This design comes from an exercise in tuning for small area on the open sky130 flow, not from production work. Function was checked by simulation only, so behaviour that the tests miss may differ from the original. No activity file was given, so power comes from the tool's default toggle rates.

==> flow/design.v <==
package gol_pkg;
  localparam int GRID_N_DEF = 20;
  localparam int H_VIS   = 640;
  localparam int H_FP    = 16;
  localparam int H_SYNC  = 96;
  localparam int H_BP    = 48;
  localparam int H_TOTAL = H_VIS + H_FP + H_SYNC + H_BP;
  localparam int V_VIS   = 480;
  localparam int V_FP    = 10;
  localparam int V_SYNC  = 2;
  localparam int V_BP    = 33;
  localparam int V_TOTAL = V_VIS + V_FP + V_SYNC + V_BP;
  localparam int CW = 10;
  localparam logic [CW-1:0] H_VIS_END  = CW'(H_VIS);
  localparam logic [CW-1:0] H_SYNC_BEG = CW'(H_VIS + H_FP);
  localparam logic [CW-1:0] H_SYNC_END = CW'(H_VIS + H_FP + H_SYNC);
  localparam logic [CW-1:0] H_LAST     = CW'(H_TOTAL - 1);
  localparam logic [CW-1:0] V_VIS_END  = CW'(V_VIS);
  localparam logic [CW-1:0] V_SYNC_BEG = CW'(V_VIS + V_FP);
  localparam logic [CW-1:0] V_SYNC_END = CW'(V_VIS + V_FP + V_SYNC);
  localparam logic [CW-1:0] V_LAST     = CW'(V_TOTAL - 1);
  localparam logic [CW-1:0] GRID_X0 = CW'(160);
  localparam logic [CW-1:0] GRID_Y0 = CW'(80);
  localparam logic [CW-1:0] GRID_X1 = CW'(480);
  localparam logic [CW-1:0] GRID_Y1 = CW'(400);
  typedef struct packed {
    logic [3:0] r;
    logic [3:0] g;
    logic [3:0] b;
  } rgb_t;
  localparam rgb_t RGB_LIVE = 12'hFFF;
  localparam rgb_t RGB_DEAD = 12'h002;
  localparam rgb_t RGB_OFF  = 12'h000;
  typedef logic [GRID_N_DEF-1:0][GRID_N_DEF-1:0] grid_t;
  localparam grid_t SEED_GRID = 400'h00000000000000000000000000000000000000000000000e0000000000000000000000000000000000000000070000400002;
endpackage
import gol_pkg::*;
module vga_timing (
  input  logic          i_clk,
  input  logic          i_rst,
  output logic [4:0]    o_hc,
  output logic [4:0]    o_vr,
  output logic          o_hsync,
  output logic          o_vsync,
  output logic          o_in_win
);
  localparam logic [CW-1:0] H_RST  = CW'(H_TOTAL - int'(GRID_X0));
  localparam logic [CW-1:0] H_WRAP = CW'(H_TOTAL - 1);
  localparam logic [CW-1:0] H_LINE = CW'(H_TOTAL - 1 - int'(GRID_X0));
  localparam logic [CW-1:0] HS_BEG = CW'(int'(H_SYNC_BEG) - int'(GRID_X0));
  localparam logic [CW-1:0] HS_END = CW'(int'(H_SYNC_END) - int'(GRID_X0));
  localparam logic [CW-1:0] H_WIN  = CW'(int'(GRID_X1) - int'(GRID_X0));
  localparam logic [CW-1:0] V_RST  = CW'(V_TOTAL - int'(GRID_Y0));
  localparam logic [CW-1:0] V_WRAP = CW'(V_TOTAL - 1);
  localparam logic [CW-1:0] VS_BEG = CW'(int'(V_SYNC_BEG) - int'(GRID_Y0));
  localparam logic [CW-1:0] VS_END = CW'(int'(V_SYNC_END) - int'(GRID_Y0));
  localparam logic [CW-1:0] V_WIN  = CW'(int'(GRID_Y1) - int'(GRID_Y0));
  logic          r_div;
  logic [CW-1:0] r_h, r_v;
  always_ff @(posedge i_clk) begin
    if (i_rst) begin
      r_div <= 1'b0;
      r_h   <= H_RST;
      r_v   <= V_RST;
    end else begin
      r_div <= !r_div;
      if (r_div) begin
        r_h <= (r_h == H_WRAP) ? '0 : r_h + 1'b1;
        if (r_h == H_LINE) r_v <= (r_v == V_WRAP) ? '0 : r_v + 1'b1;
      end
    end
  end
  assign o_hc     = r_h[8:4];
  assign o_vr     = r_v[8:4];
  assign o_hsync  = !((r_h >= HS_BEG) && (r_h < HS_END));
  assign o_vsync  = !((r_v >= VS_BEG) && (r_v < VS_END));
  assign o_in_win = (r_h < H_WIN) && (r_v < V_WIN);
endmodule
import gol_pkg::*;
module game_of_life_20 (
  input  logic       clk,
  input  logic       rst,
  input  logic       load,
  input  logic       wr_en,
  input  logic [4:0] wr_row,
  input  logic [19:0] wr_data,
  output logic       hsync_out,
  output logic       vsync_out,
  output logic [3:0] red,
  output logic [3:0] green,
  output logic [3:0] blue
);
  localparam int N = GRID_N_DEF;
  localparam logic [7:0] GEN_LAST = 8'h05;
  logic [N-1:0][N-1:0] r_a;         
  logic [N-1:1][N-1:0] r_bn;        
  logic [N-2:1]        r_ok;        
  logic [4:0]          r_lp;        
  logic [7:0]          r_gen;       
  logic [N-1:0]        r_rb, r_nb;  
  logic                w_clr, w_step, w_wr;
  logic [N-1:0]        w_up, w_mid, w_dn, w_next;
  logic [N-1:0]        w_wsel;
  logic [5:0]          w_tsum;
  logic [4:0]          w_tgt;
  assign w_clr  = rst || load;
  assign w_wr   = wr_en && (wr_row < 5'd20);
  assign w_step = !w_clr && !wr_en && (r_gen == GEN_LAST);
  assign w_mid = r_a[0];
  assign w_up  = (r_lp == 5'd0)  ? '0 : ~r_a[N-1];
  assign w_dn  = (r_lp == 5'd19) ? '0 : ~r_a[1];
  logic [N+1:0] w_cs, w_cc;
  assign w_cs[0] = 1'b0;  assign w_cc[0] = 1'b0;
  assign w_cs[N+1] = 1'b0;  assign w_cc[N+1] = 1'b0;
  for (genvar c = 0; c < N; c++) begin : g_csum
    gol_fa u_fa (.i_a(w_up[c]), .i_b(w_mid[c]), .i_c(w_dn[c]), .o_s(w_cs[c+1]), .o_co(w_cc[c+1]));
  end
  for (genvar c = 0; c < N; c++) begin : g_col
    logic h0, h1, a0, a1, b1, b2;
    gol_ha   u_ha   (.i_a(w_up[c]), .i_b(w_dn[c]), .o_s(h0), .o_co(h1));
    gol_fa   u_fa_s (.i_a(w_cs[c]), .i_b(w_cs[c+2]), .i_c(h0), .o_s(a0), .o_co(a1));
    gol_fa   u_fa_c (.i_a(w_cc[c]), .i_b(w_cc[c+2]), .i_c(h1), .o_s(b1), .o_co(b2));
    gol_rule u_rule (.i_a0(a0), .i_a1(a1), .i_b1(b1), .i_b2(b2), .i_mid(w_mid[c]), .o_next(w_next[c]));
  end
  assign w_tsum = 6'(wr_row) + 6'd19 - 6'(r_lp);
  assign w_tgt  = (w_tsum >= 6'd20) ? 5'(w_tsum - 6'd20) : 5'(w_tsum);
  for (genvar k = 0; k < N; k++) begin : g_wsel
    assign w_wsel[k] = w_wr && (w_tgt == 5'(k));
  end
  localparam logic [N*N-1:0] SEED_FLAT = SEED_GRID;
  logic [31:0][N-1:0] w_seed;
  for (genvar k = 0; k < 32; k++) begin : g_seed
    if (k < N) begin : g_row
      assign w_seed[k] = SEED_FLAT[k*N +: N];
    end else begin : g_none
      assign w_seed[k] = '0;
    end
  end
  logic [N-1:0][N-1:0] w_ad;
  for (genvar k = 0; k < N; k++) begin : g_ad
    assign w_ad[k] = rst ? '0 : load ? w_seed[k] : wr_data;
  end
  logic [N-1:0] w_sel;
  logic         w_fromb, w_sel0a, w_sel0b, w_sel19a, w_sel19b;
  for (genvar k = 0; k < N; k++) begin : g_sel
    assign w_sel[k] = w_clr || w_wsel[k];
  end
  assign w_fromb  = !r_ok[1] || w_step;
  assign w_sel0a  = !w_sel[0] && !w_fromb;
  assign w_sel0b  = !w_sel[0] && w_fromb;
  assign w_sel19a = !w_sel[N-1] && !w_step;
  assign w_sel19b = !w_sel[N-1] && w_step;
  gol_ring_row3 u_row0 (
    .i_clk(clk),
    .i_s0 (w_sel[0]),  .i_d0(~w_ad[0]),
    .i_s1 (w_sel0a),   .i_d1(r_a[1]),
    .i_s2 (w_sel0b),   .i_d2(r_bn[1]),
    .o_q  (r_a[0])
  );
  for (genvar k = 1; k < N - 1; k++) begin : g_ra
    gol_ring_row u_row (
      .i_clk(clk),
      .i_sel(w_sel[k]),
      .i_seln(!w_sel[k]),
      .i_d  ((k % 2 == 0) ? ~w_ad[k] : w_ad[k]),
      .i_sh (r_a[k+1]),
      .o_q  (r_a[k])
    );
  end
  gol_ring_row3 u_row19 (
    .i_clk(clk),
    .i_s0 (w_sel[N-1]), .i_d0(w_ad[N-1]),
    .i_s1 (w_sel19a),   .i_d1(r_a[0]),
    .i_s2 (w_sel19b),   .i_d2(w_next),
    .o_q  (r_a[N-1])
  );
  always_ff @(posedge clk) begin
    for (int k = 1; k < N - 1; k++) begin
      if (w_clr || w_wsel[k]) r_ok[k] <= 1'b1;
      else if (w_step)        r_ok[k] <= 1'b0;
      else if (k == N - 2)    r_ok[k] <= 1'b1;
      else                    r_ok[k] <= r_ok[k+1];
    end
    for (int k = 1; k < N - 1; k++) r_bn[k] <= r_bn[k+1];
    r_bn[N-1] <= ~w_next;
    if (w_clr)                  r_lp <= 5'd0;
    else if (r_lp == 5'd19)     r_lp <= 5'd0;
    else                        r_lp <= r_lp + 5'd1;
    if (w_clr || wr_en || w_step) r_gen <= '0;
    else                          r_gen <= {r_gen[6:0], !(r_gen[7] ^ r_gen[5] ^ r_gen[4] ^ r_gen[3])};
  end
  logic          w_hs, w_vs, w_in_win;
  logic [4:0]    w_vr, w_hc;
  vga_timing u_vga (
    .i_clk   (clk),
    .i_rst   (rst),
    .o_hc    (w_hc),
    .o_vr    (w_vr),
    .o_hsync (w_hs),
    .o_vsync (w_vs),
    .o_in_win(w_in_win)
  );
  always_ff @(posedge clk) begin
    if (r_lp == w_vr) r_nb <= w_next;
    if (load)                         r_rb <= w_seed[w_vr];
    else if (wr_en && wr_row == w_vr) r_rb <= wr_data;
    else if (w_step)                  r_rb <= r_nb;
    else if (r_lp == w_vr)            r_rb <= r_a[0];
  end
  logic r_live, r_win;
  always_ff @(posedge clk) begin
    if (rst) begin
      hsync_out <= 1'b1;
      vsync_out <= 1'b1;
      r_live    <= 1'b0;
      r_win     <= 1'b0;
    end else begin
      hsync_out <= w_hs;
      vsync_out <= w_vs;
      r_live    <= w_in_win && r_rb[w_hc];
      r_win     <= w_in_win;
    end
  end
  assign red   = {4{r_live}};
  assign green = {4{r_live}};
  assign blue  = {r_live, r_live, r_win, r_live};
endmodule
module gol_ring_row (
  input  logic        i_clk,
  input  logic        i_sel,
  input  logic        i_seln,
  input  logic [19:0] i_d,
  input  logic [19:0] i_sh,
  output logic [19:0] o_q
);
  always_ff @(posedge i_clk) o_q <= ~(({20{i_sel}} & i_d) | ({20{i_seln}} & i_sh));
endmodule
module gol_ring_row3 (
  input  logic        i_clk,
  input  logic        i_s0,
  input  logic [19:0] i_d0,
  input  logic        i_s1,
  input  logic [19:0] i_d1,
  input  logic        i_s2,
  input  logic [19:0] i_d2,
  output logic [19:0] o_q
);
  always_ff @(posedge i_clk)
    o_q <= ~(({20{i_s0}} & i_d0) | ({20{i_s1}} & i_d1) | ({20{i_s2}} & i_d2));
endmodule
module gol_fa (
  input  logic i_a,
  input  logic i_b,
  input  logic i_c,
  output logic o_s,
  output logic o_co
);
  assign o_s  = i_a ^ i_b ^ i_c;
  assign o_co = (i_a & i_b) | (i_a & i_c) | (i_b & i_c);
endmodule
module gol_ha (
  input  logic i_a,
  input  logic i_b,
  output logic o_s,
  output logic o_co
);
  assign o_s  = i_a ^ i_b;
  assign o_co = i_a & i_b;
endmodule
module gol_rule (
  input  logic i_a0,
  input  logic i_a1,
  input  logic i_b1,
  input  logic i_b2,
  input  logic i_mid,
  output logic o_next
);
  assign o_next = !i_b2 && (i_a1 != i_b1) && (i_a0 || i_mid);
endmodule
Settings: LEC_CHECK=0, CAP_MARGIN=20, CORE_MARGIN=2, CORE_UTILIZATION=75, PLACE_DENSITY=0.85, SLEW_MARGIN=20, SYNTH_HIERARCHICAL=1, SYNTH_MINIMUM_KEEP_SIZE=0; clock period 10.0 ns.
standard.sh (not shown) runs the stock make flow with config.mk's settings and CLKGATE_MAP_FILE= SYNTH_SCRIPT=/design/flow/synth_recipe.tcl, a recipe that flattens the netlist after the stock synthesis.
==> flow/flow/run.sh <==
#!/bin/bash
# Layout: the standard flow (standard.sh, standard synthesis included) with
# two changes to how buffers are placed: the clock tree gets no dummy loads
# added for balancing, and each port's buffer is the smallest buffer cell.
# The whole make output goes to standard.log; ORFS keeps each step's own log
# under orfs/logs/.
set -euo pipefail
export BUFFER_PORTS_ARGS="-buffer_cell sky130_fd_sc_hd__buf_1"
export CTS_ARGS="-sink_clustering_enable -repair_clock_nets -dont_use_dummy_load -sink_clustering_size 10 -sink_clustering_max_diameter 35 -buf_list sky130_fd_sc_hd__clkbuf_4"
bash standard.sh > standard.log 2>&1
Edit:
--- a/flow/design.v
+++ b/flow/design.v
@@ -274,6 +274,6 @@
   input  logic i_b2,
   input  logic i_mid,
   output logic o_next
 );
-  assign o_next = !i_b2 && (i_a1 != i_b1) && (i_a0 || i_mid);
-endmodule
+  assign o_next = (i_a0 || i_mid) && (i_a1 ^ i_b1) && !i_b2;
+endmodule
Outcome: The new run completed with no timing, DRC or antenna violations; fmax climbs by a few percent; area after synthesis climbs slightly; global-route usage drops by 0.38 points; non-clock buffer count climbs by 4; count of clock-buffer cells in the layout drops by 1; setup slack is better by 0.24 ns; final area climbs slightly; routed wire length drops slightly; cell count climbs slightly; power climbs slightly; clock skew drops by 0.013 ns; sequential power drops slightly; register-to-register slack is better by 0.19 ns.

==> what the ideal ports hide <==
How much do the figures lean on ideal ports? The routed layouts below were timed once more, with nothing changed but the port constraints. Step 1 sets driving cells, clkbuf_16 on the clock port and buf_2 on the other inputs (assumed; they add their load-dependent delay and slew). Step 2 also shifts input and output timing later by t, the mid clock arrival at the registers, as if the neighbouring blocks saw the same clock. a / b / c = ideal ports / drivers / drivers and shift; a / b = the first two.
| run | shift t [ns] | setup slack, ns | slew at the worst register clock pin (ns) | worst slew at a driven data input, ns |
|---|---|---|---|---|
| the first run | 0.851 | 4.007 / 4.039 / 3.188 | 0.11 / 0.11 | 0.04 |
| the second run | 0.862 | 4.250 / 4.279 / 3.417 | 0.10 / 0.10 | 0.04 |
After both steps every run listed still meets setup and hold. For the second run, which loses most, drivers alone change the setup slack by +0.029 ns; drivers and shift together by -0.833 ns.
